Context: an optimization exercise on an open-source flow, tuned for small area and a short achievable clock period. The choices shown serve that exercise and are no tape-out recipe. Where RTL was checked, it was by simulation tests only, not by an equivalence proof against the original. No functional check of the RTL was part of runs 1 to 3. Power is estimated from default activity; no workload was simulated.

$ cat design/flow/flow/run.sh
#!/bin/bash
# Standard ORFS layout (the standard.sh), with plain buf_1 cells as the port
# buffers and cell resizing not restricted to the same footprint.
set -euo pipefail
export BUFFER_PORTS_ARGS="-buffer_cell sky130_fd_sc_hd__buf_1"
sed 's/CLKGATE_MAP_FILE= /CLKGATE_MAP_FILE= MATCH_CELL_FOOTPRINT=0 /' standard.sh > standard_mod.sh
grep -q 'MATCH_CELL_FOOTPRINT=0' standard_mod.sh
bash standard_mod.sh > standard_flow.log 2>&1
$ cat design/flow/standard.sh
#!/bin/bash
# synth_recipe.tcl (not shown) runs the flow's synth.tcl, then flattens the netlist and writes it again
# the make line also repeats each setting of config.mk as NAME=value (left out here)
make -C /OpenROAD-flow-scripts/flow DESIGN_CONFIG=/design/flow/config.mk WORK_HOME=/design/flow/orfs CLKGATE_MAP_FILE= SYNTH_SCRIPT=/design/flow/synth_recipe.tcl "${@:-finish}"
$ cat design/flow/config.mk
export PLATFORM = sky130hd
export DESIGN_NAME = mask_alu_top
export DESIGN_NICKNAME = mask_alu_top
export VERILOG_FILES = /design/flow/design.v
export SDC_FILE = /design/flow/constraint.sdc
export NUM_CORES = 4
export LEC_CHECK = 0
export CAP_MARGIN = 20
export CORE_AREA = 5 5 235 235
export DIE_AREA = 0 0 240 240
export SETUP_SLACK_MARGIN = 5
export SLEW_MARGIN = 20
$ cat design/flow/constraint.sdc
create_clock -name core_clock -period 8.0 [get_ports {clk}]
set_input_delay 1.6000 -clock core_clock [delete_from_list [all_inputs] [get_ports {clk}]]
set_output_delay 1.6000 -clock core_clock [all_outputs]
set_load 0.01 [all_outputs]
$ cat design/flow/design.v
package mask_alu_pkg;
  localparam int VLEN         = 128;
  localparam int VL_WIDTH     = 8;
  localparam int VSTART_WIDTH = 7;
  localparam int TAG_WIDTH    = 4;
  localparam logic [2:0] FUNCT3_OPMVV = 3'b010;
  localparam logic [5:0] FUNCT6_VMANDN = 6'b011000;
  localparam logic [5:0] FUNCT6_VMAND  = 6'b011001;
  localparam logic [5:0] FUNCT6_VMOR   = 6'b011010;
  localparam logic [5:0] FUNCT6_VMXOR  = 6'b011011;
  localparam logic [5:0] FUNCT6_VMORN  = 6'b011100;
  localparam logic [5:0] FUNCT6_VMNAND = 6'b011101;
  localparam logic [5:0] FUNCT6_VMNOR  = 6'b011110;
  localparam logic [5:0] FUNCT6_VMXNOR = 6'b011111;
  localparam logic [5:0] FUNCT6_VWXUNARY0 = 6'b010000;
  localparam logic [5:0] FUNCT6_VMUNARY0  = 6'b010100;
  localparam logic [4:0] VS1_VFIRST = 5'b10001;
  localparam logic [4:0] VS1_VMSBF  = 5'b00001;
  localparam logic [4:0] VS1_VMSOF  = 5'b00010;
  localparam logic [4:0] VS1_VMSIF  = 5'b00011;
  typedef logic [VLEN-1:0]         vreg_t;
  typedef logic [VL_WIDTH-1:0]     vl_t;
  typedef logic [VSTART_WIDTH-1:0] vstart_t;
  typedef logic [TAG_WIDTH-1:0]    tag_t;
  typedef enum logic [3:0] {
    OP_NONE,
    OP_ANDN,
    OP_AND,
    OP_OR,
    OP_XOR,
    OP_ORN,
    OP_NAND,
    OP_NOR,
    OP_XNOR,
    OP_MSBF,
    OP_MSIF,
    OP_MSOF,
    OP_FIRST
  } mask_op_e;
endpackage
module mask_alu_top (
  input  logic          clk,
  input  logic          reset,
  input  logic          uop_valid,
  input  logic [2:0]    funct3,
  input  logic [5:0]    funct6,
  input  logic [4:0]    vs1_op,
  input  logic          vm,
  input  logic [7:0]    vl,
  input  logic [6:0]    vstart,
  input  logic [3:0]    tag,
  input  logic [127:0]  vs1_data,
  input  logic          vs1_valid,
  input  logic [127:0]  vs2_data,
  input  logic          vs2_valid,
  input  logic [127:0]  v0_data,
  input  logic          v0_valid,
  input  logic [127:0]  vd_data,
  input  logic          vd_valid,
  output logic          result_valid,
  output logic [3:0]    result_tag,
  output logic [127:0]  result_data
);
  logic f3_ok, is_logic, is_unary, is_first, accept;
  assign f3_ok    = (funct3 == 3'b010);
  assign is_logic = f3_ok & (funct6[5:3] == 3'b011);
  assign is_unary = f3_ok & (funct6 == 6'b010100) & (vs1_op[4:2] == 3'b000) & (vs1_op[1:0] != 2'b00);
  assign is_first = f3_ok & (funct6 == 6'b010000) & (vs1_op == 5'b10001);
  assign accept   = uop_valid & (
      (is_logic & vs1_valid & vs2_valid & vd_valid & vm) |
      (is_unary & ~vs1_valid & vs2_valid & (vm | (vd_valid & v0_valid))) |
      (is_first & ~vs1_valid & vs2_valid & (vm | v0_valid)));
  logic sel_l, sel_u, sel_f;
  assign sel_l = funct6[3];
  assign sel_u = ~funct6[3] & funct6[2];
  assign sel_f = ~funct6[3] & ~funct6[2];
  logic [3:0] tt;
  always_comb begin
    case (funct6[2:0])
      3'b000:  tt = 4'b0100;  
      3'b001:  tt = 4'b1000;  
      3'b010:  tt = 4'b1110;  
      3'b011:  tt = 4'b0110;  
      3'b100:  tt = 4'b1101;  
      3'b101:  tt = 4'b0111;  
      3'b110:  tt = 4'b0001;  
      default: tt = 4'b1001;  
    endcase
  end
  logic [127:0] s;
  assign s = vs2_data & ({128{vm}} | v0_data);
  logic [31:0] g1;
  logic [7:0]  g2;
  logic [7:0]  sp;
  logic [31:0] gp;
  logic [127:0] p;
  always_comb begin
    for (int m = 0; m < 32; m++) g1[m] = |s[4*m +: 4];
    for (int n = 0; n < 8; n++)  g2[n] = |g1[4*n +: 4];
    for (int n = 0; n < 8; n++) begin
      sp[n] = 1'b0;
      for (int j = 0; j < n; j++) sp[n] = sp[n] | g2[j];
    end
    for (int m = 0; m < 32; m++) begin
      gp[m] = sp[m/4];
      for (int j = 4*(m/4); j < m; j++) gp[m] = gp[m] | g1[j];
    end
    for (int k = 0; k < 128; k++) begin
      p[k] = gp[k/4];
      for (int j = 4*(k/4); j < k; j++) p[k] = p[k] | s[j];
    end
  end
  logic [31:0] gfirst;
  logic [6:0]  idx;
  always_comb begin
    gfirst = g1 & ~gp;
    idx = '0;
    for (int m = 0; m < 32; m++) begin
      idx[6:2] = idx[6:2] | ({5{gfirst[m]}} & 5'(m));
      idx[1]   = idx[1] | (gfirst[m] & ~s[4*m] & ~s[4*m+1]);
      idx[0]   = idx[0] | (gfirst[m] & ~s[4*m] & (s[4*m+1] | ~s[4*m+2]));
    end
  end
  logic [127:0] thr;
  logic [7:0]   st_gt, st_eq;
  logic [15:0]  st_lo;
  always_comb begin
    for (int h = 0; h < 8; h++) begin
      st_gt[h] = (vstart[6:4] > 3'(h));
      st_eq[h] = (vstart[6:4] == 3'(h));
    end
    for (int l = 0; l < 16; l++) st_lo[l] = (vstart[3:0] > 4'(l));
    for (int k = 0; k < 128; k++)
      thr[k] = st_gt[k/16] | (st_eq[k/16] & st_lo[k%16]);
  end
  logic [7:0]  vl_gt, vl_eq, blk_any, blk_part;
  logic [15:0] vl_lo;
  logic        found;
  always_comb begin
    for (int h = 0; h < 8; h++) begin
      vl_gt[h] = vl[7] | (vl[6:4] > 3'(h));
      vl_eq[h] = ~vl[7] & (vl[6:4] == 3'(h));
    end
    for (int l = 0; l < 16; l++) vl_lo[l] = (vl[3:0] > 4'(l));
    for (int h = 0; h < 8; h++) begin
      blk_any[h]  = |s[16*h +: 16];
      blk_part[h] = |(s[16*h +: 16] & vl_lo);
    end
    found = |((vl_gt & blk_any) | (vl_eq & blk_part));
  end
  logic       gu;
  logic [3:0] gt;
  assign gu = sel_u & ~vm;
  always_comb begin
    if (sel_l)      gt = tt;
    else if (sel_u) gt = {1'b0, vs1_op[1], 1'b0, vs1_op[0]};   
    else            gt = {4{~found}};
  end
  logic [127:0] merged;
  always_comb begin
    for (int k = 0; k < 128; k++) begin
      logic x, y;
      logic [3:0] g;
      x = (sel_l & thr[k]) | (gu & ~v0_data[k]);
      y = sel_l ? vs1_data[k] : p[k];
      g = gt;
      if (k < 7 && sel_f) g = {4{idx[k] | ~found}};
      merged[k] = x ? vd_data[k] : g[{vs2_data[k], y}];
    end
  end
  always_ff @(posedge clk) begin
    if (reset) result_valid <= 1'b0;
    else       result_valid <= accept;
  end
  always_ff @(posedge clk) begin
    result_tag  <= tag;
    result_data <= merged;
  end
endmodule
==> out/results.ini, run 1 <==
[clocking]
numCtsBuffers=17
clock_tree.root_cell=sky130_fd_sc_hd__clkbuf_16
clock_tree_from_tritoncts=built
cts_htree_levels=4
cts.path.max_buffers=2
numClockSinks=133
cts.reportedPaths.clkPinSlew_ns=0.06

[final_layout]
layout-drive-gt1-share_pct=18.6
syn2layout_area_growth_pct=40.0
num-nets-final=4166
post_route_cell_area_sq_mm=0.0269

[worst_setup_path]
path_class=in -> reg
timing.critical_path.to_type=flip-flop
cp.arrival_ns=4.61
nature_of_the_critical_path_startpoint=primary input
critPathRequiredTime_ns=8.43
worst_setup_path_startpoint=vl[1]
worstSetupEndpoint=result_data[33]
critical_path_peak_fanout=7

[global_route]
antenna_found_initial=48
maximum_number_of_pins_on_one_net_before_global_route_repair=75
first_global_vias=27900
total_overflow_reported_by_the_global_router=0
globalRouteMet2Util_pct=70.7
grt-busiest-layer=met2
grt_pass1_wl_mm=205
groute.layer.met3.usage_pct=21.3
met1_usage_pct=56.7
grt_util_all_layers_pct=49.0

[synthesis]
synth.lib_cells_used.distinct=91
post-synth-top-count-cell=sky130_fd_sc_hd__o21ai_0
synth.top_cell.area_share_pct=13.9
synthArstFlopShare_pct=0
synth-edff-count=0
synthesis.area_per_instance_sq_um=6.54
yosys_most_used_dff=sky130_fd_sc_hd__dfxtp_1
synthesis.instances=2937
synth.ff_latch_count=133
mappedNetlistArea_sq_mm=0.0192
synth_area_leaders=sky130_fd_sc_hd__dfxtp_1 14%, sky130_fd_sc_hd__o21ai_0 9.7%, sky130_fd_sc_hd__a21oi_1 8.2%
synth-seq-area-share_pct=13.9
synth.yosys.warnings=122
mappedNetlistNets=3490
synth_top_cell_by_area=sky130_fd_sc_hd__dfxtp_1
yosys-top-cells-count=371 x sky130_fd_sc_hd__o21ai_0, 369 x sky130_fd_sc_hd__nor2_1, 313 x sky130_fd_sc_hd__a21oi_1, 278 x sky130_fd_sc_hd__nand2_1, 222 x sky130_fd_sc_hd__clkbuf_1

[timing]
report.final.slew_viol_count=0
worst-slew-pin-transition_ns=1.15
rsz0062_at_grt=yes
fin_crit_sh_pct=52.2
slew_headroom_pct=23.5
setup_viol_count_final=0
period_minus_slack_ns=4.18
setup_tns_after_final_layout_ns=0
max_clock_freq_ghz=0.239
final-hold-violation-count=0

[floorplan]
design.portCount=686
die_height_um=240
chipWidth_um=240
design.die.area_sq_mm=0.0576
floorplan.core_area_sq_mm=0.0524
row_count=84
initial_core_util_pct=36.6

[drt]
drt_iter0_drc=5413
dr_total_vias=31300
drt-vias-per-instance=7.20
post-route-drc-count=0
postRouteAntennaNets=0
dr.pass1.iters=9
wl_per_cell_um=35.2
routed_wirelength_mm=153

[outcome]
outcome=timing/DRC/antenna clean

[min_path]
holdPathStages=1
min-delay-path-class=in -> reg

[power_and_ir_drop]
p_total_mw=3.28
power_density_mw_per_mm2=122
power.ir.vdd_worst_mv=0.196
power_leakage_nw=9.05

[placed_design]
port-buffer-count=685
dp_hpwl_mm=106
placed_cell_area_sq_mm=0.0221
place.gp.congestion=1.10

[run]
max-cap-violations=0

## final cells by class
| type | count | area (sq um) |
|---|---|---|
| timing repair buffer | 932 | 5570 |
| fill | 5489 | 25600 |
| antenna | 38 | 95.1 |
| clock buffer | 21 | 450 |
| sequential | 133 | 2660 |
| tap | 688 | 861 |
| inverter | 41 | 178 |
| clock inverter | 11 | 78.8 |
| multi-input combinational | 2488 | 17000 |
## placed cells by master, fill, tap and decap left out, types with 16 or more instances in the layout
master / n
sky130_fd_sc_hd__buf_1: 649
sky130_fd_sc_hd__nor2_1: 349
sky130_fd_sc_hd__o21ai_0: 330
sky130_fd_sc_hd__a21oi_1: 307
sky130_fd_sc_hd__nand2_1: 263
sky130_fd_sc_hd__buf_4: 161
sky130_fd_sc_hd__dfxtp_1: 133
sky130_fd_sc_hd__o22ai_1: 84
sky130_fd_sc_hd__a31oi_1: 79
sky130_fd_sc_hd__o21a_1: 47
sky130_fd_sc_hd__nand3_1: 47
sky130_fd_sc_hd__nand2b_1: 47
sky130_fd_sc_hd__o21ai_1: 44
sky130_fd_sc_hd__a22oi_2: 42
sky130_fd_sc_hd__and3_1: 42
sky130_fd_sc_hd__clkbuf_16: 41
sky130_fd_sc_hd__diode_2: 38
sky130_fd_sc_hd__mux4_2: 38
sky130_fd_sc_hd__a22oi_1: 36
sky130_fd_sc_hd__nand4_1: 35
sky130_fd_sc_hd__inv_1: 34
sky130_fd_sc_hd__a31oi_4: 33
sky130_fd_sc_hd__nor3_1: 33
sky130_fd_sc_hd__a211oi_1: 32
sky130_fd_sc_hd__o21ai_2: 31
sky130_fd_sc_hd__o211ai_1: 31
sky130_fd_sc_hd__maj3_1: 31
sky130_fd_sc_hd__buf_12: 31
sky130_fd_sc_hd__o221ai_1: 28
sky130_fd_sc_hd__buf_6: 25
sky130_fd_sc_hd__o22a_1: 23
sky130_fd_sc_hd__o2111ai_1: 22
sky130_fd_sc_hd__clkbuf_2: 22
sky130_fd_sc_hd__nor2b_1: 19
sky130_fd_sc_hd__a2111oi_0: 18
sky130_fd_sc_hd__a31oi_2: 16
## timing repair
item / in CTS / in global routing
pin swaps: 72 / 49
resized for setup: 326 / 169
hold buffers: 0 / 0
endpoints found under the setup margin: 128 / 128
buffers inserted: 114 / 40
hold endpoints to repair: 0 / 0
gates cloned: 32 / 7
## cells by family after synthesis
group	after synthesis	share of synthesized area, %
and+or+nand+nor	985	24.1
AOI/OAI and AO/OA	1396	47.4
buffers and inverters	326	7.17
xor gates and xnor gates	8	0.365
muxes	58	5.55
adders and majority gates	31	1.62
DFF	133	13.9
## flip-flops by register name (all words and copies together) (netlist names)
register / cells
result_data: 128
result_valid: 1
result_tag: 4
## critical path, cell delays in order
cell and delay (ns):
sky130_fd_sc_hd__buf_16 0.13, sky130_fd_sc_hd__buf_4 0.15, sky130_fd_sc_hd__o21ai_4 0.43, sky130_fd_sc_hd__o22ai_1 0.13, sky130_fd_sc_hd__or4b_4 0.54, sky130_fd_sc_hd__o211ai_1 0.27, sky130_fd_sc_hd__o221ai_2 0.20, sky130_fd_sc_hd__or3_4 0.62
sky130_fd_sc_hd__buf_12 0.22, sky130_fd_sc_hd__clkbuf_16 0.16, sky130_fd_sc_hd__a31oi_4 0.14
## per-layer routing
layer,part of all wire (%),vias up
li1,-,12700
met1,33,14400
met5,0.12,-
met2,40,3109
met4,11,30
met3,16,1058
## through the flow
stage	hold slack, ns	util [%]	cells	setup WS (ns)
after detailed placement	1.70	42.2	4089	1.61
after CTS	1.17	48.6	4267	4.03
after global placement	1.69	42.2	4089	1.69
final	1.18	51.3	4352	3.82
after global routing	1.18	51.2	4337	3.81
after floorplan	1.63	-	2937	3.94
## power by group
group / internal [mW] / total (mW) / switching (mW)
logic: 0.586 / 1.68 / 1.09
registers: 0.749 / 0.800 / 0.0501
clock network: 0.403 / 0.803 / 0.400
total: 1.74 / 3.28 / 1.55
## worst min-delay path by stage
stage               startpoint       endpoint  slack, ns
finish                  tag[0]  result_tag[0]       1.18
global route            tag[3]  result_tag[3]       1.18
CTS                     tag[0]  result_tag[0]       1.17
detailed placement      tag[0]  result_tag[0]       1.70
global placement        tag[0]  result_tag[0]       1.69
floorplan               tag[0]  result_tag[0]       1.63
==> run 2, diff against run 1 <==
--- a/design/flow/config.mk
+++ b/design/flow/config.mk
@@ -5,6 +5,7 @@
 export SDC_FILE = /design/flow/constraint.sdc
 export NUM_CORES = 4
 export LEC_CHECK = 0
+export ABC_AREA = 1
 export CAP_MARGIN = 20
 export CORE_AREA = 5 5 235 235
 export DIE_AREA = 0 0 240 240
==> run 2 against run 1 <==
  * Setup slack improved by 0.22 ns
  * Highest routed layer unchanged
  * Maximum frequency rose by 5.5%
  * First-iteration DRC count fell by 34%
  * Global-route usage fell by 6.9 points
  * Sequential share of layout area rose by 0.097 points
==> out/results.ini, run 2 <==
[synthesis]
mappedNetlistArea_sq_mm=0.0173  ; -10%
yosys-top-cells-count=1,205 x sky130_fd_sc_hd__nand2_1, 490 x sky130_fd_sc_hd__inv_1, 444 x sky130_fd_sc_hd__nor2_1, 315 x sky130_fd_sc_hd__nand3_1, 172 x sky130_fd_sc_hd__o21ai_0
synth-seq-area-share_pct=15.4  ; +1.5 points
synth.yosys.warnings=122  ; unchanged
synthArstFlopShare_pct=0  ; unchanged
yosys_most_used_dff=sky130_fd_sc_hd__dfxtp_1
synthesis.area_per_instance_sq_um=5.04  ; -23%
mappedNetlistNets=3982  ; +14%
synth.ff_latch_count=133  ; unchanged
synthesis.instances=3429  ; +17%
synth_top_cell_by_area=sky130_fd_sc_hd__nand2_1
synth.lib_cells_used.distinct=46  ; -49%
post-synth-top-count-cell=sky130_fd_sc_hd__nand2_1
synth_area_leaders=sky130_fd_sc_hd__nand2_1 26%, sky130_fd_sc_hd__dfxtp_1 15%, sky130_fd_sc_hd__inv_1 11%
synth-edff-count=0  ; unchanged
synth.top_cell.area_share_pct=26.2  ; +12 points

[timing]
fin_crit_sh_pct=49.5  ; -2.7 points
worst-slew-pin-transition_ns=1.07  ; -0.0729 ns
setup_viol_count_final=0  ; unchanged
max_clock_freq_ghz=0.253  ; +5.5%
slew_headroom_pct=28.3  ; +4.8 points
final-hold-violation-count=0  ; unchanged
period_minus_slack_ns=3.96  ; -0.219 ns
hold_ws_ns=1.18  ; -0.00120 ns
rsz0062_at_grt=yes
setup_tns_after_final_layout_ns=0  ; unchanged
report.final.slew_viol_count=0  ; unchanged

[drt]
drt-vias-per-instance=5.71  ; -21%
wl_met2_mm=55.1  ; -10%
met3WireLength_mm=17.7  ; -27%
wl_per_cell_um=26.2  ; -26%
post-route-drc-count=0  ; unchanged
dr.pass1.iters=9  ; unchanged
m1WireLength_mm=46.7  ; -7.5%
maxUsedRoutingLayer=met5
postRouteAntennaNets=0  ; unchanged
routed_wirelength_mm=130  ; -15%
drt_iter0_drc=3546  ; -34%
dr_total_vias=28400  ; -9.2%

[global_route]
grt_pass1_wl_mm=177  ; -14%
first_global_vias=26000  ; -6.6%
antenna_found_initial=22  ; -54%
grt_util_all_layers_pct=42.1  ; -6.9 points
maximum_number_of_pins_on_one_net_before_global_route_repair=69  ; -8.0%
total_overflow_reported_by_the_global_router=0  ; unchanged

[final_layout]
most_used_cells_in_the_layout_excluding_fill_and_tap_cells=1,060 x sky130_fd_sc_hd__nand2_1, 676 x sky130_fd_sc_hd__buf_1, 471 x sky130_fd_sc_hd__inv_1, 348 x sky130_fd_sc_hd__nor2_1, 271 x sky130_fd_sc_hd__nand3_1
largest-register=result_data
largestRegisters=result_data (128), result_tag (4), result_valid (1)
final_common_cell=sky130_fd_sc_hd__nand2_1
syn2layout_area_growth_pct=54.1
post_route_cell_area_sq_mm=0.0266  ; -0.97%
num-nets-final=4808  ; +15%
layout-drive-gt1-share_pct=18.9  ; +0.32 points
largest_register_ff_count=128  ; unchanged

[clocking]
cts.path.max_buffers=2  ; unchanged
cts.reportedPaths.clkPinSlew_ns=0.07  ; about the same
clock_tree.root_cell=sky130_fd_sc_hd__clkbuf_16
numClockSinks=133  ; unchanged
numCtsBuffers=17  ; unchanged
hold_buffers=0  ; unchanged
cts_htree_levels=4  ; unchanged
clock_tree_from_tritoncts=built

[power_and_ir_drop]
net-switching-power_mw=1.43  ; -7.4%
power_density_mw_per_mm2=122  ; -0.43%
netSwitchingFraction_pct=44.2  ; -2.8 points
seq_power_share_pct=24.3  ; about the same
power.ir.vdd_worst_mv=0.191  ; -2.4%
internal_power_mw=1.81  ; +3.9%
pwr-share-clk_pct=27.8  ; +3.3 points
pwr-share-comb_pct=47.9  ; -3.3 points
p_total_mw=3.24  ; -1.4%
power_leakage_nw=12.9  ; +43%

[run]
max-cap-violations=0  ; unchanged

[worst_setup_path]
slowest_stage=sky130_fd_sc_hd__nand2_8
nature_of_the_critical_path_startpoint=primary input
crit_path_cell_trace=buf_16 -> buf_16 -> o21ai_4 -> nand2_1 -> nor3_2 -> buf_4 -> nand2_1 -> nor2_4 -> o22ai_1 -> nor2_1 -> nand2_1 -> nor2_4 -> nand2_8 -> nand2_8 -> clkinv_16 -> clkbuf_16 -> nand2_2 -> nand3b_1 -> nand2_1 -> nand2_1 -> nand2_1
cp.arrival_ns=4.42  ; -0.19 ns
path_class=in -> reg
critical_path_buf_inv_count=5  ; +1
critical_path_peak_fanout=7  ; unchanged
cp_top_family=simple AND/OR/NAND/NOR gates
timing.critical_path.slowest_cell_delay_ns=0.22  ; -0.40 ns
timing.critical_path.to_type=flip-flop
critical-path-top-cell-by-count=sky130_fd_sc_hd__nand2_1
critPathRequiredTime_ns=8.46  ; +0.03 ns

[placed_design]
placed_cell_area_sq_mm=0.0206  ; -6.9%
port-buffer-count=685  ; unchanged
dp_hpwl_mm=89.0  ; -16%
place.gp.congestion=1.00  ; -9.0%

[floorplan]
design.portCount=686  ; unchanged
die_height_um=240  ; unchanged
floorplan.core_area_sq_mm=0.0524  ; unchanged
row_count=84  ; unchanged
chipWidth_um=240  ; unchanged
design.die.area_sq_mm=0.0576  ; unchanged
initial_core_util_pct=33.0  ; -3.7 points

[min_path]
min-delay-path-class=in -> reg

[outcome]
outcome=timing/DRC/antenna clean

## run 2: changes by cell type after synthesis, moves of 75 or more
cell	before	now
sky130_fd_sc_hd__nor2_1	369	444
sky130_fd_sc_hd__o21ai_0	371	172
sky130_fd_sc_hd__a31oi_1	101	4
sky130_fd_sc_hd__inv_1	38	490
sky130_fd_sc_hd__nand3_1	58	315
sky130_fd_sc_hd__a21oi_1	313	72
sky130_fd_sc_hd__clkbuf_1	222	69
sky130_fd_sc_hd__nand2_1	278	1205
## run 2: cell type report
class / instances / area, sq um
inverter: 508 / 2020
sequential: 133 / 2660
multi-input combinational: 2667 / 14700
clock buffer: 20 / 447
antenna: 21 / 52.6
timing repair buffer: 923 / 5660
fill: 5633 / 25800
timing repair inverter: 5 / 58.8
clock inverter: 12 / 179
tap: 688 / 861
## run 2: through the flow
step / setup slack [ns] / std cells / utilization, %
after floorplan: 4.02 / 3429 / -
final: 4.04 / 4977 / 50.8
after global routing: 3.97 / 4969 / 50.7
after CTS: 4.19 / 4903 / 47.8
after global placement: 1.56 / 4718 / 39.3
after detailed placement: 1.59 / 4718 / 39.3
## run 2: power groups by stage
stage               clock network (mW)  registers [mW]  logic (mW)
floorplan                            0           0.832       0.607
global placement                     0           0.802        1.12
detailed placement                   0           0.798        1.13
CTS                              0.918           0.786        1.41
global route                     0.932           0.790        1.64
finish                           0.901           0.786        1.55
## run 2: layer usage
layer | up-vias | GRT usage [%]
met1 | 12900 | 51.3
met4 | 12 | 25.6
met2 | 2217 | 64.9
met5 | - | 0
li1 | 12700 | -
met3 | 612 | 13.4
## run 2: kinds of logic (layout without fill, tap and decap cells)
family / count (synthesis) / count (layout) / synth area share, %
buffers and inverters: 632 / 1468 / 14.5
and+or+nand+nor: 2161 / 2164 / 53.3
AOI/OAI and AO/OA: 503 / 503 / 16.8
other: 0 / 21 / 0
DFF: 133 / 133 / 15.4
## run 2: final timing paths
path	from	endpoint	slack [ns]	depth (start not counted)
max	vm	result_data[20]	4.04	21
min	tag[2]	result_tag[2]	1.18	1
## run 2: timing repair
| action | CTS | global route |
|---|---|---|
| setup buffers | 102 | 46 |
| pin swaps | 88 | 161 |
| cloned | 51 | 6 |
| endpoints found under the setup margin | 128 | 128 |
| gates resized for setup | 507 | 270 |
==> run 3, diff against run 2 <==
--- a/design/flow/design.v
+++ b/design/flow/design.v
@@ -159,13 +159,15 @@
   logic [127:0] merged;
   always_comb begin
     for (int k = 0; k < 128; k++) begin
-      logic x, y;
+      logic x, y, z, r0;
       logic [3:0] g;
-      x = (sel_l & thr[k]) | (gu & ~v0_data[k]);
-      y = sel_l ? vs1_data[k] : p[k];
-      g = gt;
+      x  = (sel_l & thr[k]) | (gu & ~v0_data[k]);
+      y  = sel_l & vs1_data[k];
+      z  = sel_u & (vm | v0_data[k]);
+      g  = gt;
       if (k < 7 && sel_f) g = {4{idx[k] | ~found}};
-      merged[k] = x ? vd_data[k] : g[{vs2_data[k], y}];
+      r0 = x ? vd_data[k] : g[{vs2_data[k], y}];
+      merged[k] = r0 & ~(p[k] & z);
     end
   end
   always_ff @(posedge clk) begin
--- a/design/flow/config.mk
+++ b/design/flow/config.mk
@@ -5,7 +5,6 @@
 export SDC_FILE = /design/flow/constraint.sdc
 export NUM_CORES = 4
 export LEC_CHECK = 0
-export ABC_AREA = 1
 export CAP_MARGIN = 20
 export CORE_AREA = 5 5 235 235
 export DIE_AREA = 0 0 240 240
==> run 3 against run 2 <==
  * First-iteration DRC count grew 69%
  * Synthesized cell count is 18% lower
  * Routed wire length increased by 13%
  * Setup slack got worse by 0.91 ns
  * Combinational power about the same
  * Flip-flop and latch count unchanged
  * Sequential share of layout area increased by 0.72 points
  * Non-clock buffer count down 26
  * Synthesized area increased by 1.7%
  * Utilization fell by 3.4 points
==> out/results.ini, run 3 <==
[placed_design]
place.gp.congestion=1.08  ; +7.7%
dp_hpwl_mm=103  ; +16%
dp_worst_setup_slack_ns=1.78  ; +0.189 ns
port-buffer-count=685  ; unchanged
placed_cell_area_sq_mm=0.0210  ; +1.9%
placed_cells=4048  ; -14%

[min_path]
min-delay-path-class=in -> reg
worst_hold_startpoint=tag[1]
worst_hold_path.endpoint=result_tag[1]
holdPathStages=1  ; unchanged

[final_layout]
layout.cells.non_filler=4230  ; -15%
layout-drive-gt1-share_pct=13.1  ; -5.8 points
syn2layout_area_growth_pct=41.3
largest_register_ff_count=128  ; unchanged
post_route_cell_area_sq_mm=0.0248  ; -6.7%
num-nets-final=4059  ; -16%
most_used_cells_in_the_layout_excluding_fill_and_tap_cells=677 x sky130_fd_sc_hd__buf_1, 384 x sky130_fd_sc_hd__o21ai_0, 355 x sky130_fd_sc_hd__nand2_1, 281 x sky130_fd_sc_hd__nor2_1, 200 x sky130_fd_sc_hd__a21oi_1
final_common_cell=sky130_fd_sc_hd__buf_1
final_core_utilization_pct=47.4  ; -3.4 points
largest-register=result_data
n_fill_cell=5639  ; +0.11%
largestRegisters=result_data (128), result_tag (4), result_valid (1)

[worst_setup_path]
cp.arrival_ns=5.29  ; +0.87 ns
path_class=in -> reg
critPathRequiredTime_ns=8.42  ; -0.04 ns
nature_of_the_critical_path_startpoint=primary input
timing.critical_path.to_type=flip-flop
critical_path_peak_fanout=8  ; +1

[timing]
setup_viol_count_final=0  ; unchanged
max_clock_freq_ghz=0.205  ; -19%
worst-slew-pin-transition_ns=1.21  ; +0.132 ns
hold_ws_ns=1.17  ; -0.00929 ns
rsz0062_at_grt=yes
period_minus_slack_ns=4.87  ; +0.914 ns
slew_headroom_pct=19.6  ; -8.7 points
fin_crit_sh_pct=60.9  ; +11 points
final-hold-violation-count=0  ; unchanged
setup_tns_after_final_layout_ns=0  ; unchanged
worst_slack_ns=3.13  ; -0.914 ns
report.final.slew_viol_count=0  ; unchanged

[synthesis]
post-synth-top-count-cell=sky130_fd_sc_hd__o21ai_0
yosys-top-cells-count=414 x sky130_fd_sc_hd__o21ai_0, 371 x sky130_fd_sc_hd__nand2_1, 296 x sky130_fd_sc_hd__nor2_1, 213 x sky130_fd_sc_hd__a21oi_1, 176 x sky130_fd_sc_hd__clkbuf_1
synth.yosys.warnings=122  ; unchanged
mappedNetlistNets=3366  ; -15%
mappedNetlistArea_sq_mm=0.0176  ; +1.7%
synthArstFlopShare_pct=0  ; unchanged
yosys_most_used_dff=sky130_fd_sc_hd__dfxtp_1
synth-seq-area-share_pct=15.1  ; -0.26 points
yosys-mux-area-fraction_pct=0  ; unchanged
synth-edff-count=0  ; unchanged
synth.lib_cells_used.distinct=83  ; +80%
synth_top_family_by_area=compound AO/OA/AOI/OAI gates
synth.top_cell.area_share_pct=15.1  ; -11 points
synthesis.area_per_instance_sq_um=6.25  ; +24%
synthesis.instances=2813  ; -18%
synth_area_in_xor_xnor_pct=0.135  ; +0.14 points
synth.ff_latch_count=133  ; unchanged
post_synthesis_compound_gate_area_fraction_pct=50.3  ; +33 points
synth_top_cell_by_area=sky130_fd_sc_hd__dfxtp_1
synth_simple_gate_area_share_pct=28.9  ; -24 points
synth_area_leaders=sky130_fd_sc_hd__dfxtp_1 15%, sky130_fd_sc_hd__o21ai_0 12%, sky130_fd_sc_hd__nand2_1 7.9%
synth_fa_ha_area_share_pct=0  ; unchanged

[global_route]
maximum_number_of_pins_on_one_net_before_global_route_repair=70  ; +1.4%
antenna_found_initial=20  ; -9.1%
globalRouteMet2Util_pct=68.1  ; +3.2 points
total_overflow_reported_by_the_global_router=0  ; unchanged
grt_util_all_layers_pct=46.9  ; +4.7 points
first_global_vias=27600  ; +6.0%
grt_pass1_wl_mm=198  ; +12%
met1_usage_pct=55.8  ; +4.6 points
grt-busiest-layer=met2
groute.layer.met3.usage_pct=19.0  ; +5.6 points

[clocking]
numCtsBuffers=17  ; unchanged
cts.reportedPaths.clkPinSlew_ns=0.07  ; about the same
clock_tree.root_cell=sky130_fd_sc_hd__clkbuf_16
clock_tree_from_tritoncts=built
numClockSinks=133  ; unchanged
cts.path.max_buffers=2  ; unchanged
cts_htree_levels=4  ; unchanged

[drt]
post-route-drc-count=0  ; unchanged
wl_per_cell_um=34.9  ; +33%
dr.pass1.iters=10  ; +1
drt-vias-per-instance=7.16  ; +25%
routed_wirelength_mm=148  ; +13%
drt_iter0_drc=5999  ; +69%
postRouteAntennaNets=0  ; unchanged
dr_total_vias=30300  ; +6.6%

[outcome]
outcome=timing/DRC/antenna clean

[power_and_ir_drop]
power_leakage_nw=8.28  ; -36%
power_density_mw_per_mm2=132  ; +8.6%
p_total_mw=3.28  ; +1.3%
power.ir.vdd_worst_mv=0.162  ; -15%

[floorplan]
design.die.area_sq_mm=0.0576  ; unchanged
initial_core_util_pct=33.5  ; +0.57 points
floorplan.core_area_sq_mm=0.0524  ; unchanged
chipWidth_um=240  ; unchanged
design.portCount=686  ; unchanged
row_count=84  ; unchanged
die_height_um=240  ; unchanged

[run]
max-cap-violations=0  ; unchanged

==> run 3: changes by cell type after synthesis, moves of 107 or more <==
cell,change
sky130_fd_sc_hd__clkbuf_1,+107
sky130_fd_sc_hd__inv_1,-467
sky130_fd_sc_hd__a21oi_1,+141
sky130_fd_sc_hd__o21ai_0,+242
sky130_fd_sc_hd__nand3_1,-260
sky130_fd_sc_hd__nor2_1,-148
sky130_fd_sc_hd__nand2_1,-834
sky130_fd_sc_hd__a31oi_1,+142
==> run 3: layer usage <==
metal / vias to the layer above / share of wire [%] / routed length (um)
li1: 12400 / - / -
met2: 2947 / 40 / 58800
met1: 14000 / 34 / 50600
met5: - / 0.046 / 68
met4: 10 / 9.8 / 14500
met3: 940 / 16 / 23800
==> run 3: worst max path at each step <==
stage	start	endpoint	slack [ns]	depth (start not counted)
4_1_cts	vm	result_data[74]	3.31	13
6_report	vm	result_data[92]	3.13	14
5_1_grt	vm	result_data[102]	3.13	14
3_3_place_gp	funct6[3]	result_data[2]	1.47	12
3_5_place_dp	vm	result_data[29]	1.78	11
2_1_floorplan	vm	result_data[103]	3.09	12
==> run 3: area by class of cell <==
cell class | instances | area (sq um) | area share [%]
repair buffers | 897 | 5260 | 21.2
flip-flops and latches | 133 | 2660 | 10.7
diodes | 23 | 57.6 | 0.232
inverters | 23 | 90.1 | 0.363
clock inverters | 12 | 178 | 0.715
well taps | 688 | 861 | 3.47
multi-input cells | 2434 | 15300 | 61.5
clock buffers | 20 | 447 | 1.80
==> run 3: kinds of logic (layout without fill, tap and decap cells) <==
logic type      count (synthesis)  after routing
compound gates               1368           1369
simple gates                 1063           1064
buf+inv                       248            952
flops                         133            133
xor+xnor                        1              1
other cells                     0             23
==> run 3: critical path, cell delays in order <==
cell and delay (ns):
sky130_fd_sc_hd__buf_16 0.13, sky130_fd_sc_hd__o21a_4 0.21, sky130_fd_sc_hd__or4b_4 0.54, sky130_fd_sc_hd__or4_4 0.56, sky130_fd_sc_hd__or4b_4 0.50, sky130_fd_sc_hd__a221oi_2 0.27
sky130_fd_sc_hd__buf_4 0.17, sky130_fd_sc_hd__o21ai_4 0.09, sky130_fd_sc_hd__nor4_4 0.22, sky130_fd_sc_hd__buf_6 0.27, sky130_fd_sc_hd__buf_12 0.16, sky130_fd_sc_hd__buf_12 0.17
sky130_fd_sc_hd__nor4b_1 0.07, sky130_fd_sc_hd__nor4_1 0.30
==> run 3: power breakdown <==
group	switching, mW	leakage (nW)	internal [mW]	total, mW
Sequential	0.0375	1.12	0.756	0.793
Clock	0.405	0.304	0.529	0.934
Combinational	1.04	6.86	0.511	1.55
Total	1.48	8.28	1.80	3.28
==> run 3: repair_timing <==
action,in CTS,in global routing
resized for setup,251,112
hold buffers,0,0
setup buffers,59,32
hold endpoints to repair,0,0
cloned,26,10
endpoints found under the setup margin,129,129
pin swaps,96,71
==> run 4, diff against run 3 <==
--- a/design/flow/design.v
+++ b/design/flow/design.v
@@ -89,27 +89,26 @@
   end
   logic [127:0] s;
   assign s = vs2_data & ({128{vm}} | v0_data);
-  logic [31:0] g1;
-  logic [7:0]  g2;
-  logic [7:0]  sp;
-  logic [31:0] gp;
+  logic [127:0] lvl [0:7];
+  logic [31:0]  g1, gp;
   logic [127:0] p;
-  always_comb begin
-    for (int m = 0; m < 32; m++) g1[m] = |s[4*m +: 4];
-    for (int n = 0; n < 8; n++)  g2[n] = |g1[4*n +: 4];
-    for (int n = 0; n < 8; n++) begin
-      sp[n] = 1'b0;
-      for (int j = 0; j < n; j++) sp[n] = sp[n] | g2[j];
+  assign lvl[0] = s;
+  genvar g, i;
+  generate
+    for (g = 0; g < 7; g++) begin : g_pref
+      for (i = 0; i < 128; i++) begin : g_bit
+        if ((i >> g) & 1)
+          assign lvl[g+1][i] = lvl[g][i] | lvl[g][((i >> g) << g) - 1];
+        else
+          assign lvl[g+1][i] = lvl[g][i];
+      end
     end
-    for (int m = 0; m < 32; m++) begin
-      gp[m] = sp[m/4];
-      for (int j = 4*(m/4); j < m; j++) gp[m] = gp[m] | g1[j];
+    for (g = 0; g < 32; g++) begin : g_grp
+      assign g1[g] = lvl[2][4*g+3];
+      assign gp[g] = p[4*g];
     end
-    for (int k = 0; k < 128; k++) begin
-      p[k] = gp[k/4];
-      for (int j = 4*(k/4); j < k; j++) p[k] = p[k] | s[j];
-    end
-  end
+  endgenerate
+  assign p = {lvl[7][126:0], 1'b0};
   logic [31:0] gfirst;
   logic [6:0]  idx;
   always_comb begin
@@ -154,20 +153,19 @@
   always_comb begin
     if (sel_l)      gt = tt;
     else if (sel_u) gt = {1'b0, vs1_op[1], 1'b0, vs1_op[0]};   
-    else            gt = {4{~found}};
+    else            gt = 4'b0000;
   end
   logic [127:0] merged;
+  logic [127:0] fres;
+  assign fres = {{121{~found}}, idx | {7{~found}}};
   always_comb begin
     for (int k = 0; k < 128; k++) begin
-      logic x, y, z, r0;
-      logic [3:0] g;
+      logic x, y, z, rr;
       x  = (sel_l & thr[k]) | (gu & ~v0_data[k]);
       y  = sel_l & vs1_data[k];
       z  = sel_u & (vm | v0_data[k]);
-      g  = gt;
-      if (k < 7 && sel_f) g = {4{idx[k] | ~found}};
-      r0 = x ? vd_data[k] : g[{vs2_data[k], y}];
-      merged[k] = r0 & ~(p[k] & z);
+      rr = (x ? vd_data[k] : gt[{vs2_data[k], y}]) & ~(p[k] & z);
+      merged[k] = sel_f ? fres[k] : rr;
     end
   end
   always_ff @(posedge clk) begin
--- a/design/flow/config.mk
+++ b/design/flow/config.mk
@@ -5,8 +5,9 @@
 export SDC_FILE = /design/flow/constraint.sdc
 export NUM_CORES = 4
 export LEC_CHECK = 0
+export ABC_AREA = 1
 export CAP_MARGIN = 20
 export CORE_AREA = 5 5 235 235
 export DIE_AREA = 0 0 240 240
-export SETUP_SLACK_MARGIN = 5
+export SETUP_SLACK_MARGIN = 4.0
 export SLEW_MARGIN = 20
==> run 4 against run 3 <==
  * Still clean
  * Critical path depth decreased by 3
  * Power down 10%
  * Global-route usage down 4.4 points
  * Routed wire length down 9.4%
  * Clock power down 7.8%
  * Setup slack improved by 0.67 ns
  * Synthesized cell count increased by 13%
  * Largest cell class unchanged
==> out/results.ini, run 4 <==
[outcome]
outcome=timing/DRC/antenna clean

[power_and_ir_drop]
internal_power_mw=1.56  ; -13%
pwr-share-clk_pct=29.2  ; +0.7 points
netSwitchingFraction_pct=47.1  ; +1.9 points
power_leakage_nw=9.26  ; +12%
net-switching-power_mw=1.39  ; -6.5%
seq_power_share_pct=26.5  ; +2.3 points
pwr-share-comb_pct=44.2  ; -3.1 points
power_density_mw_per_mm2=134  ; +1.8%
power.ir.vdd_worst_mv=0.187  ; +16%
p_total_mw=2.95  ; -10%

[synthesis]
synthesis.instances=3179  ; +13%
synth-edff-count=0  ; unchanged
synth_simple_gate_area_share_pct=39.1  ; +10 points
synth-seq-area-share_pct=15.7  ; +0.56 points
synth_area_in_xor_xnor_pct=0.0517  ; -0.084 points
yosys-mux-area-fraction_pct=0.118  ; +0.12 points
synth_fa_ha_area_share_pct=0  ; unchanged
synth_top_cell_by_area=sky130_fd_sc_hd__nand2_1
yosys_most_used_dff=sky130_fd_sc_hd__dfxtp_1
synth_top_family_by_area=simple AND/OR/NAND/NOR gates
synthesis.area_per_instance_sq_um=5.33  ; -15%
post-synth-top-count-cell=sky130_fd_sc_hd__nand2_1
synth.yosys.warnings=2  ; -98%
synth.lib_cells_used.distinct=52  ; -37%
synth.top_cell.area_share_pct=19.3  ; +4.2 points
synthArstFlopShare_pct=0  ; unchanged
yosys-top-cells-count=873 x sky130_fd_sc_hd__nand2_1, 423 x sky130_fd_sc_hd__nor2_1, 416 x sky130_fd_sc_hd__o21ai_0, 277 x sky130_fd_sc_hd__inv_1, 209 x sky130_fd_sc_hd__a21oi_1
synth.ff_latch_count=133  ; unchanged
mappedNetlistNets=3732  ; +11%
synth_area_leaders=sky130_fd_sc_hd__nand2_1 19%, sky130_fd_sc_hd__dfxtp_1 16%, sky130_fd_sc_hd__o21ai_0 12%
mappedNetlistArea_sq_mm=0.0170  ; -3.6%
post_synthesis_compound_gate_area_fraction_pct=34.0  ; -16 points

[clocking]
clock_tree.root_cell=sky130_fd_sc_hd__clkbuf_16
cts.path.max_buffers=2  ; unchanged
cts_htree_levels=4  ; unchanged
numClockSinks=133  ; unchanged
clock_tree_from_tritoncts=built
numCtsBuffers=17  ; unchanged
cts.reportedPaths.clkPinSlew_ns=0.07  ; about the same

[min_path]
worst_hold_path.endpoint=result_tag[3]
worst_hold_startpoint=tag[3]
min-delay-path-class=in -> reg
holdPathStages=1  ; unchanged

[floorplan]
row_count=84  ; unchanged
design.die.area_sq_mm=0.0576  ; unchanged
design.portCount=686  ; unchanged
chipWidth_um=240  ; unchanged
die_height_um=240  ; unchanged
initial_core_util_pct=32.3  ; -1.2 points
floorplan.core_area_sq_mm=0.0524  ; unchanged

[final_layout]
layout.cells.non_filler=4534  ; +7.2%
most_used_cells_in_the_layout_excluding_fill_and_tap_cells=844 x sky130_fd_sc_hd__nand2_1, 681 x sky130_fd_sc_hd__buf_1, 396 x sky130_fd_sc_hd__o21ai_0, 378 x sky130_fd_sc_hd__nor2_1, 265 x sky130_fd_sc_hd__inv_1
layout-drive-gt1-share_pct=8.02  ; -5.1 points
num-nets-final=4369  ; +7.6%
largest-register=result_data
final_common_cell=sky130_fd_sc_hd__nand2_1
post_route_cell_area_sq_mm=0.0219  ; -12%
largest_register_ff_count=128  ; unchanged
syn2layout_area_growth_pct=29.3
largestRegisters=result_data (128), result_tag (4), result_valid (1)

[timing]
report.final.slew_viol_count=0  ; unchanged
worst_slack_ns=3.80  ; +0.672 ns
rsz0062_at_grt=yes
max_clock_freq_ghz=0.238  ; +16%
setup_tns_after_final_layout_ns=0  ; unchanged
period_minus_slack_ns=4.20  ; -0.672 ns
worst-slew-pin-transition_ns=1.10  ; -0.107 ns
final-hold-violation-count=0  ; unchanged
setup_viol_count_final=0  ; unchanged
fin_crit_sh_pct=52.5  ; -8.4 points
slew_headroom_pct=26.3  ; +6.7 points

[placed_design]
dp_worst_setup_slack_ns=1.89  ; +0.113 ns
dp_hpwl_mm=99.2  ; -3.7%
placed_cells=4434  ; +9.5%
port-buffer-count=685  ; unchanged
place.gp.congestion=1.10  ; +2.2%
placed_cell_area_sq_mm=0.0200  ; -4.6%

[global_route]
maximum_number_of_pins_on_one_net_before_global_route_repair=123  ; +76%
grt_pass1_wl_mm=178  ; -10%
grt_util_all_layers_pct=42.5  ; -4.4 points
antenna_found_initial=19  ; -5.0%
globalRouteMet2Util_pct=67.7  ; -0.42 points
total_overflow_reported_by_the_global_router=0  ; unchanged
grt-busiest-layer=met2
met1_usage_pct=50.3  ; -5.6 points
groute.layer.met3.usage_pct=12.3  ; -6.7 points
first_global_vias=25200  ; -8.8%

[worst_setup_path]
cp.arrival_ns=4.55  ; -0.74 ns
critPathRequiredTime_ns=8.35  ; -0.07 ns
path_class=in -> reg
critical_path_peak_fanout=15  ; +7
nature_of_the_critical_path_startpoint=primary input
timing.critical_path.to_type=flip-flop

[drt]
dr.pass1.iters=6  ; -4
drt_iter0_drc=3688  ; -39%
drt-vias-per-instance=6.10  ; -15%
postRouteAntennaNets=0  ; unchanged
post-route-drc-count=0  ; unchanged
routed_wirelength_mm=134  ; -9.4%
dr_total_vias=27700  ; -8.7%
wl_per_cell_um=29.5  ; -16%

[run]
max-cap-violations=0  ; unchanged

## run 4: changes by cell type after synthesis, moves of 49 or more
cell                       previous run  this run
sky130_fd_sc_hd__nand2_1            371       873
sky130_fd_sc_hd__inv_1               23       277
sky130_fd_sc_hd__a31oi_1            146        16
sky130_fd_sc_hd__nor2_1             296       423
sky130_fd_sc_hd__nand3_1             55       159
sky130_fd_sc_hd__o21ai_1              6        62
sky130_fd_sc_hd__clkbuf_1           176       121
sky130_fd_sc_hd__o211ai_1           100        49
sky130_fd_sc_hd__a22oi_1             64        15
## run 4: logic make-up (layout without fill, tap and decap cells)
kind of cell | Yosys count | count (layout)
compound gates | 984 | 984
xor+xnor | 1 | 1
buf+inv | 453 | 1093
flops | 133 | 133
mux | 2 | 2
other cells | 0 | 17
simple gates | 1606 | 1616
## run 4: timing repair
item | CTS | global route
endpoints found under the setup margin | 129 | 128
setup buffers | 21 | 16
pin swaps | 9 | 15
cloned | 6 | 8
gates resized for setup | 120 | 100
hold buffers | 0 | 0
## run 4: metrics by stage
| stage | utilization (%) | hold WS, ns |
|---|---|---|
| floorplan | - | 1.63 |
| global placement | 38.2 | 1.69 |
| detailed placement | 38.2 | 1.69 |
| CTS | 40.5 | 1.16 |
| global route | 41.8 | 1.18 |
| finish | 41.8 | 1.17 |
## run 4: how the worst max path moves through the flow
stage | start | to | slack, ns | cells after the start
5_1_grt | vm | result_data[1] | 3.92 | 21
3_5_place_dp | vl[3] | result_data[6] | 1.89 | 17
4_1_cts | vstart[3] | result_data[64] | 3.96 | 14
3_3_place_gp | vl[3] | result_data[6] | 1.66 | 17
2_1_floorplan | vm | result_data[52] | 4.44 | 19
6_report | vstart[3] | result_data[6] | 3.80 | 11
## run 4: final cells by class
| class | instances | area (sq um) |
|---|---|---|
| Antenna cell | 17 | 42.5 |
| Clock inverter | 15 | 145 |
| Fill cell | 6123 | 30500 |
| Multi-Input combinational cell | 2603 | 13200 |
| Timing Repair Buffer | 772 | 3480 |
| Inverter | 289 | 1140 |
| Sequential cell | 133 | 2660 |
| Tap cell | 688 | 861 |
| Clock buffer | 17 | 425 |
## run 4: critical path, stage by stage
cell and delay [ns]:
sky130_fd_sc_hd__buf_1 0.10, sky130_fd_sc_hd__buf_4 0.36, sky130_fd_sc_hd__nor2_1 0.18, sky130_fd_sc_hd__buf_4 0.24, sky130_fd_sc_hd__inv_1 0.07, sky130_fd_sc_hd__buf_4 0.24, sky130_fd_sc_hd__o21ai_0 0.14, sky130_fd_sc_hd__inv_2 0.42
sky130_fd_sc_hd__a221oi_1 0.18, sky130_fd_sc_hd__o211ai_1 0.73, sky130_fd_sc_hd__o211ai_1 0.24
## run 4: power by group through the flow
stage	Clock [mW]	Combinational (mW)	Sequential, mW
2_1_floorplan	0	0.594	0.828
3_3_place_gp	0	1.18	0.797
3_5_place_dp	0	1.19	0.795
4_1_cts	0.863	1.22	0.781
5_1_grt	0.886	1.38	0.786
6_report	0.861	1.30	0.782
## run 4: layer usage
layer  wire (um)  vias up
met5         129        -
met4       11100       12
met3       16000      576
met2       58700     2126
met1       47900    12800
li1            -    12200
==> run 5, diff against run 4 <==
--- a/design/flow/config.mk
+++ b/design/flow/config.mk
@@ -9,5 +9,5 @@
 export CAP_MARGIN = 20
 export CORE_AREA = 5 5 235 235
 export DIE_AREA = 0 0 240 240
-export SETUP_SLACK_MARGIN = 4.0
+export SETUP_SLACK_MARGIN = 3.5
 export SLEW_MARGIN = 20
==> run 5 against run 4 <==
  * Via count decreased by 1.8%
  * First-iteration DRC count fell by 2.5%
  * Worst hold slack better by 0.0090 ns
  * Synthesized area unchanged
  * Combinational power down 4%
  * Power down 2.1%
  * Utilization decreased by 1.6 points
  * Cell count shrank 0.60%
  * Highest routed layer unchanged
  * Flip-flop and latch count stayed put
  * Maximum frequency decreased by 12%
  * Still clean
  * Global-route usage down 0.30 points
==> out/results.ini, run 5 <==
[placed_design]
place.gp.congestion=1.10  ; unchanged
port-buffer-count=685  ; unchanged
dp_hpwl_mm=99.2  ; unchanged
placed_cell_area_sq_mm=0.0200  ; unchanged

[final_layout]
num-nets-final=4337  ; -0.73%
largest-register=result_data
most_used_cells_in_the_layout_excluding_fill_and_tap_cells=861 x sky130_fd_sc_hd__nand2_1, 683 x sky130_fd_sc_hd__buf_1, 410 x sky130_fd_sc_hd__o21ai_0, 404 x sky130_fd_sc_hd__nor2_1, 271 x sky130_fd_sc_hd__inv_1
layout-drive-gt1-share_pct=5.35  ; -2.7 points
largest_register_ff_count=128  ; unchanged
syn2layout_area_growth_pct=24.2
final_core_utilization_pct=40.2  ; -1.6 points
largestRegisters=result_data (128), result_tag (4), result_valid (1)
final_common_cell=sky130_fd_sc_hd__nand2_1
post_route_cell_area_sq_mm=0.0211  ; -3.9%

[worst_setup_path]
cp.arrival_ns=5.22  ; +0.67 ns
timing.critical_path.to_type=flip-flop
crit_path_cell_trace=clkbuf_4 -> buf_4 -> o21ai_4 -> buf_12 -> inv_1 -> nand2_1 -> o21ai_0 -> a21oi_1 -> nand2_1 -> o2111ai_1 -> nand2_1
slowest_stage=sky130_fd_sc_hd__inv_1
critPathRequiredTime_ns=8.45  ; +0.10 ns
timing.critical_path.slowest_cell_delay_ns=0.92  ; +0.19 ns
nature_of_the_critical_path_startpoint=primary input
critical-path-top-cell-by-count=sky130_fd_sc_hd__nand2_1
path_class=in -> reg
critical_path_peak_fanout=122  ; +107

[synthesis]
yosys-top-cells-count=873 x sky130_fd_sc_hd__nand2_1, 423 x sky130_fd_sc_hd__nor2_1, 416 x sky130_fd_sc_hd__o21ai_0, 277 x sky130_fd_sc_hd__inv_1, 209 x sky130_fd_sc_hd__a21oi_1
synth-seq-area-share_pct=15.7  ; unchanged
synth_area_leaders=sky130_fd_sc_hd__nand2_1 19%, sky130_fd_sc_hd__dfxtp_1 16%, sky130_fd_sc_hd__o21ai_0 12%
synth.top_cell.area_share_pct=19.3  ; unchanged
yosys_most_used_dff=sky130_fd_sc_hd__dfxtp_1
synth-edff-count=0  ; unchanged
post-synth-top-count-cell=sky130_fd_sc_hd__nand2_1
mappedNetlistNets=3732  ; unchanged
synthArstFlopShare_pct=0  ; unchanged
synthesis.area_per_instance_sq_um=5.33  ; unchanged
synth.yosys.warnings=2  ; unchanged
synth_top_cell_by_area=sky130_fd_sc_hd__nand2_1
mappedNetlistArea_sq_mm=0.0170  ; unchanged
synth.ff_latch_count=133  ; unchanged
synth.lib_cells_used.distinct=52  ; unchanged
synthesis.instances=3179  ; unchanged

[floorplan]
chipWidth_um=240  ; unchanged
design.die.area_sq_mm=0.0576  ; unchanged
row_count=84  ; unchanged
design.portCount=686  ; unchanged
initial_core_util_pct=32.3  ; unchanged
floorplan.core_area_sq_mm=0.0524  ; unchanged
die_height_um=240  ; unchanged

[global_route]
first_global_vias=25000  ; -0.71%
grt_pass1_wl_mm=177  ; -0.76%
met1_usage_pct=50.2  ; -0.070 points
grt_util_all_layers_pct=42.2  ; -0.30 points
grt-busiest-layer=met2
maximum_number_of_pins_on_one_net_before_global_route_repair=123  ; unchanged
groute.layer.met3.usage_pct=11.7  ; -0.58 points
total_overflow_reported_by_the_global_router=0  ; unchanged
globalRouteMet2Util_pct=67.5  ; -0.17 points
antenna_found_initial=13  ; -6

[timing]
setup_tns_after_final_layout_ns=0  ; unchanged
final-hold-violation-count=0  ; unchanged
period_minus_slack_ns=4.77  ; +0.571 ns
setup_viol_count_final=0  ; unchanged
fin_crit_sh_pct=59.6  ; +7.1 points
slew_headroom_pct=18.3  ; -7.9 points
worst-slew-pin-transition_ns=1.23  ; +0.125 ns
hold_ws_ns=1.18  ; +0.00895 ns
rsz0062_at_grt=yes
max_clock_freq_ghz=0.210  ; -12%
report.final.slew_viol_count=0  ; unchanged

[clocking]
numClockSinks=133  ; unchanged
clock_tree.root_cell=sky130_fd_sc_hd__clkbuf_16
cts.path.max_buffers=2  ; unchanged
cts.reportedPaths.clkPinSlew_ns=0.07  ; about the same
clock_tree_from_tritoncts=built
numCtsBuffers=17  ; unchanged
cts_htree_levels=4  ; unchanged

[drt]
drt-vias-per-instance=6.03  ; -1.2%
post-route-drc-count=0  ; unchanged
postRouteAntennaNets=0  ; unchanged
routed_wirelength_mm=129  ; -3.3%
dr.pass1.iters=9  ; +3
wl_per_cell_um=28.7  ; -2.7%
drt_iter0_drc=3595  ; -2.5%
dr_total_vias=27200  ; -1.8%

[min_path]
min-delay-path-class=in -> reg

[power_and_ir_drop]
power_density_mw_per_mm2=137  ; +1.9%
p_total_mw=2.89  ; -2.1%
power.ir.vdd_worst_mv=0.182  ; -3.1%
power_leakage_nw=9.00  ; -2.8%

[run]
max-cap-violations=0  ; unchanged

[outcome]
outcome=timing/DRC/antenna clean

-- run 5: cell counts after synthesis --
Identical to the previous run, type by type.
-- run 5: metal layers --
| layer | vias to the layer above | part of all wire, % |
|---|---|---|
| met5 | - | 0.010 |
| met3 | 482 | 12 |
| met2 | 1968 | 45 |
| met4 | 2 | 7.5 |
| li1 | 12100 | - |
| met1 | 12600 | 36 |
-- run 5: power breakdown --
group,total [mW],switching (mW),leakage (nW),internal (mW)
logic,1.25,0.890,7.61,0.357
clock network,0.857,0.423,0.277,0.434
registers,0.782,0.0352,1.11,0.747
total,2.89,1.35,9.00,1.54
-- run 5: worst max-delay path, delay by kind of cell --
kind | cells | cell delay (ns)
buffers and inverters | 4 | 2.28
AO/OA/AOI/OAI | 4 | 0.52
AND/OR/NAND/NOR | 3 | 0.29
-- run 5: per-stage QoR --
stage          std cells  setup slack [ns]
2_1_floorplan       3179              4.44
3_3_place_gp        4433              1.66
3_5_place_dp        4434              1.89
4_1_cts             4479              3.54
5_1_grt             4491              3.48
6_report            4507              3.23
-- run 5: cell families after synthesis --
family / count (synthesis) / share of synthesized area (%)
AND/OR/NAND/NOR: 1606 / 39.1
multiplexers: 2 / 0.118
buffers and inverters: 453 / 11.0
flip-flops: 133 / 15.7
AO/OA/AOI/OAI: 984 / 34.0
XOR/XNOR: 1 / 0.0517
-- run 5: worst paths after layout --
| path | startpoint | slack, ns | endpoint | cells past startpoint |
|---|---|---|---|---|
| hold / removal | tag[3] | 1.18 | result_tag[3] | 1 |
| setup / recovery | funct6[3] | 3.23 | result_data[4] | 11 |
-- run 5: cell type report --
type / count / area (sq um)
Tap cell: 688 / 861
Clock buffer: 17 / 425
Inverter: 289 / 1110
Sequential cell: 133 / 2660
Multi-Input combinational cell: 2598 / 12700
Fill cell: 6195 / 31400
Clock inverter: 15 / 145
Antenna cell: 22 / 55.1
Timing Repair Buffer: 745 / 3110
-- run 5: timing repair --
action / CTS / global route
gates cloned: 5 / 0
gates resized for setup: 30 / 38
pin swaps: 4 / 4
setup buffers: 8 / 6
hold buffers: 0 / 0
setup endpoints to repair: 128 / 128
==> run 6, diff against run 5 <==
--- a/design/flow/config.mk
+++ b/design/flow/config.mk
@@ -9,5 +9,6 @@
 export CAP_MARGIN = 20
 export CORE_AREA = 5 5 235 235
 export DIE_AREA = 0 0 240 240
-export SETUP_SLACK_MARGIN = 3.5
+export PLACE_DENSITY = 0.8
+export SETUP_SLACK_MARGIN = 5
 export SLEW_MARGIN = 20
==> run 6 against run 5 <==
  * Still clean
  * Combinational power rose by 18%
  * Via count rose by 8.2%
  * Clock power fell by 5.3%
  * Clock-buffer cell count rose by 2
  * Final area rose by 18%
  * Flip-flop and latch count did not move
  * Utilization rose by 7.2 points
  * Routed wire length rose by 12%
  * Maximum frequency rose by 28%
  * First-iteration DRC count rose by 25%
  * Largest power group unchanged
==> out/results.ini, run 6 <==
[synthesis]
synthArstFlopShare_pct=0  ; unchanged
synthesis.instances=3179  ; unchanged
synth.lib_cells_used.distinct=52  ; unchanged
synth.top_cell.area_share_pct=19.3  ; unchanged
synth_area_leaders=sky130_fd_sc_hd__nand2_1 19%, sky130_fd_sc_hd__dfxtp_1 16%, sky130_fd_sc_hd__o21ai_0 12%
yosys_most_used_dff=sky130_fd_sc_hd__dfxtp_1
mappedNetlistArea_sq_mm=0.0170  ; unchanged
synth.ff_latch_count=133  ; unchanged
yosys-top-cells-count=873 x sky130_fd_sc_hd__nand2_1, 423 x sky130_fd_sc_hd__nor2_1, 416 x sky130_fd_sc_hd__o21ai_0, 277 x sky130_fd_sc_hd__inv_1, 209 x sky130_fd_sc_hd__a21oi_1
synth-seq-area-share_pct=15.7  ; unchanged
post-synth-top-count-cell=sky130_fd_sc_hd__nand2_1
synth-edff-count=0  ; unchanged
synth.yosys.warnings=2  ; unchanged
synth_top_cell_by_area=sky130_fd_sc_hd__nand2_1
mappedNetlistNets=3732  ; unchanged
synthesis.area_per_instance_sq_um=5.33  ; unchanged

[global_route]
first_global_vias=27100  ; +8.7%
globalRouteMet2Util_pct=71.5  ; +4.1 points
grt-busiest-layer=met2
antenna_found_initial=20  ; +7
grt_util_all_layers_pct=46.6  ; +4.4 points
maximum_number_of_pins_on_one_net_before_global_route_repair=62  ; -50%
met1_usage_pct=53.6  ; +3.4 points
groute.layer.met3.usage_pct=15.2  ; +3.5 points
grt_pass1_wl_mm=193  ; +9.4%
total_overflow_reported_by_the_global_router=0  ; unchanged

[final_layout]
layout.cells.non_filler=4666  ; +3.5%
num-nets-final=4495  ; +3.6%
multi_input_gate_area_sq_mm=0.0149  ; +17%
most_used_cells_in_the_layout_excluding_fill_and_tap_cells=727 x sky130_fd_sc_hd__nand2_1, 676 x sky130_fd_sc_hd__buf_1, 351 x sky130_fd_sc_hd__o21ai_0, 336 x sky130_fd_sc_hd__nor2_1, 260 x sky130_fd_sc_hd__inv_1
syn2layout_area_growth_pct=46.6
largest-register=result_data
final_common_cell=sky130_fd_sc_hd__nand2_1
largest_register_ff_count=128  ; unchanged
sequential_cell_area_sq_mm=0.00266  ; unchanged
layout-drive-gt1-share_pct=17.9  ; +13 points
largestRegisters=result_data (128), result_tag (4), result_valid (1)
n_fill_cell=5641  ; -8.9%

[timing]
period_minus_slack_ns=3.71  ; -1.06 ns
worst_slack_ns=4.29  ; +1.06 ns
final-hold-violation-count=0  ; unchanged
report.final.slew_viol_count=0  ; unchanged
worst-slew-pin-transition_ns=0.999  ; -0.226 ns
setup_viol_count_final=0  ; unchanged
fin_crit_sh_pct=46.4  ; -13 points
max_clock_freq_ghz=0.269  ; +28%
setup_tns_after_final_layout_ns=0  ; unchanged
slew_headroom_pct=32.6  ; +14 points
hold_ws_ns=1.18  ; -0.000670 ns
rsz0062_at_grt=yes

[floorplan]
chipWidth_um=240  ; unchanged
design.die.area_sq_mm=0.0576  ; unchanged
initial_core_util_pct=32.3  ; unchanged
floorplan.core_area_sq_mm=0.0524  ; unchanged
design.portCount=686  ; unchanged
die_height_um=240  ; unchanged
row_count=84  ; unchanged

[clocking]
numClockSinks=133  ; unchanged
cts_htree_levels=4  ; unchanged
clock_tree_from_tritoncts=built
cts.path.max_buffers=2  ; unchanged
numCtsBuffers=17  ; unchanged
clock_tree.root_cell=sky130_fd_sc_hd__clkbuf_16
hold_buffers=0  ; unchanged
cts.reportedPaths.clkPinSlew_ns=0.07  ; about the same

[worst_setup_path]
path_class=in -> reg
critPathRequiredTime_ns=8.46  ; about the same
timing.critical_path.to_type=flip-flop
nature_of_the_critical_path_startpoint=primary input
critical_path_peak_fanout=12  ; -90%
cp.arrival_ns=4.17  ; -1.05 ns
worst_setup_path_startpoint=vstart[4]

[min_path]
min-delay-path-class=in -> reg
worst_hold_startpoint=tag[0]

[placed_design]
dp_hpwl_mm=100  ; +0.75%
placed_cells=4436  ; +0.045%
place.gp.congestion=1.11  ; +1.1%
port-buffer-count=685  ; unchanged
dp_worst_setup_slack_ns=2.28  ; +0.391 ns

[power_and_ir_drop]
power_leakage_nw=10.4  ; +16%
power.ir.vdd_worst_mv=0.162  ; -11%
power_density_mw_per_mm2=124  ; -9.8%
p_total_mw=3.07  ; +6.4%

[outcome]
outcome=timing/DRC/antenna clean

[drt]
dr_total_vias=29400  ; +8.2%
routed_wirelength_mm=145  ; +12%
post-route-drc-count=0  ; unchanged
drt_iter0_drc=4486  ; +25%
dr.pass1.iters=7  ; -2
wl_per_cell_um=31.1  ; +8.3%
drt-vias-per-instance=6.30  ; +4.5%
postRouteAntennaNets=0  ; unchanged

[run]
max-cap-violations=0  ; unchanged

run 6: logic make-up after synthesis:
group | synth area share [%]
multiplexers | 0.118
AO/OA/AOI/OAI | 34.0
buffers and inverters | 11.0
XOR/XNOR | 0.0517
flip-flops | 15.7
AND/OR/NAND/NOR | 39.1
run 6: final timing paths:
| path | slack [ns] | depth (start not counted) | end |
|---|---|---|---|
| min | 1.18 | 1 | result_tag[0] |
| max | 4.29 | 9 | result_data[88] |
run 6: power by group:
part           leakage, nW  total (mW)  switching, mW  internal [mW]
clock                0.251       0.812          0.413          0.398
sequential            1.11       0.784         0.0372          0.747
combinational         9.04        1.48           1.02          0.457
run 6: layout make-up:
| class | count | share of cell area, % |
|---|---|---|
| Inverter | 289 | 4.68 |
| Sequential cell | 133 | 10.7 |
| Clock inverter | 13 | 0.408 |
| Antenna cell | 23 | 0.232 |
| Clock buffer | 19 | 1.74 |
| Multi-Input combinational cell | 2617 | 59.8 |
| Timing Repair Buffer | 884 | 19.0 |
| Tap cell | 688 | 3.46 |
run 6: timing repair:
item	CTS	global route
cloned	29	6
buffers inserted	105	35
gates resized for setup	411	228
setup endpoints to repair	129	129
pin swaps	84	96
run 6: routing by layer:
metal  vias to the layer above  share of wire [%]
met4                         4                 11
li1                      12500                  -
met5                         -              0.022
met2                      2714                 42
met3                       859                 14
met1                     13400                 33
run 6: worst max-delay path: stages:
cell	delay [ns]
sky130_fd_sc_hd__clkbuf_2	0.30
sky130_fd_sc_hd__inv_1	0.23
sky130_fd_sc_hd__nor3_1	0.48
sky130_fd_sc_hd__inv_2	0.34
sky130_fd_sc_hd__o21ai_0	0.39
sky130_fd_sc_hd__o221ai_1	0.22
sky130_fd_sc_hd__o21ai_0	0.32
sky130_fd_sc_hd__o21ai_0	0.17
sky130_fd_sc_hd__nand2_2	0.09
run 6: metrics by stage:
step	cell area [sq um]	utilization [%]
6_report	24900	47.4
5_1_grt	24800	47.3
4_1_cts	23600	45.1
3_5_place_dp	20200	38.6
3_3_place_gp	20200	38.6
2_1_floorplan	17200	-

separate check: timing with driven ports:
Ports are ideal in the flow. The routed layouts listed here were re-timed in OpenROAD.
Step 1 assumes that a clkbuf_16 drives the clock port and a buf_2 every other input.
Step 2 also shifts input and output timing later by t, the mid clock arrival at the registers, as if the neighbouring blocks saw the same clock.
Slacks: ideal ports / drivers / drivers and shift; pairs: ideal ports / drivers.
run | t (ns) | setup WS [ns] | worst setup path after step 2
run 1 | 0.580 | 3.824 / 3.667 / 3.087 | input to register
run 2 | 0.569 | 4.043 / 3.782 / 3.212 | input to register
run 3 | 0.581 | 3.129 / 3.013 / 2.431 | input to register
run 4 | 0.585 | 3.801 / 3.838 / 3.253 | input to register
run 5 | 0.575 | 3.230 / 3.253 / 2.679 | input to register
run 6 | 0.583 | 4.288 / 4.142 / 3.559 | input to register
After both steps setup and hold are still met in every run listed. The setup slack of run 2, which loses most, moves by -0.261 ns with the drivers and by -0.831 ns with both steps.
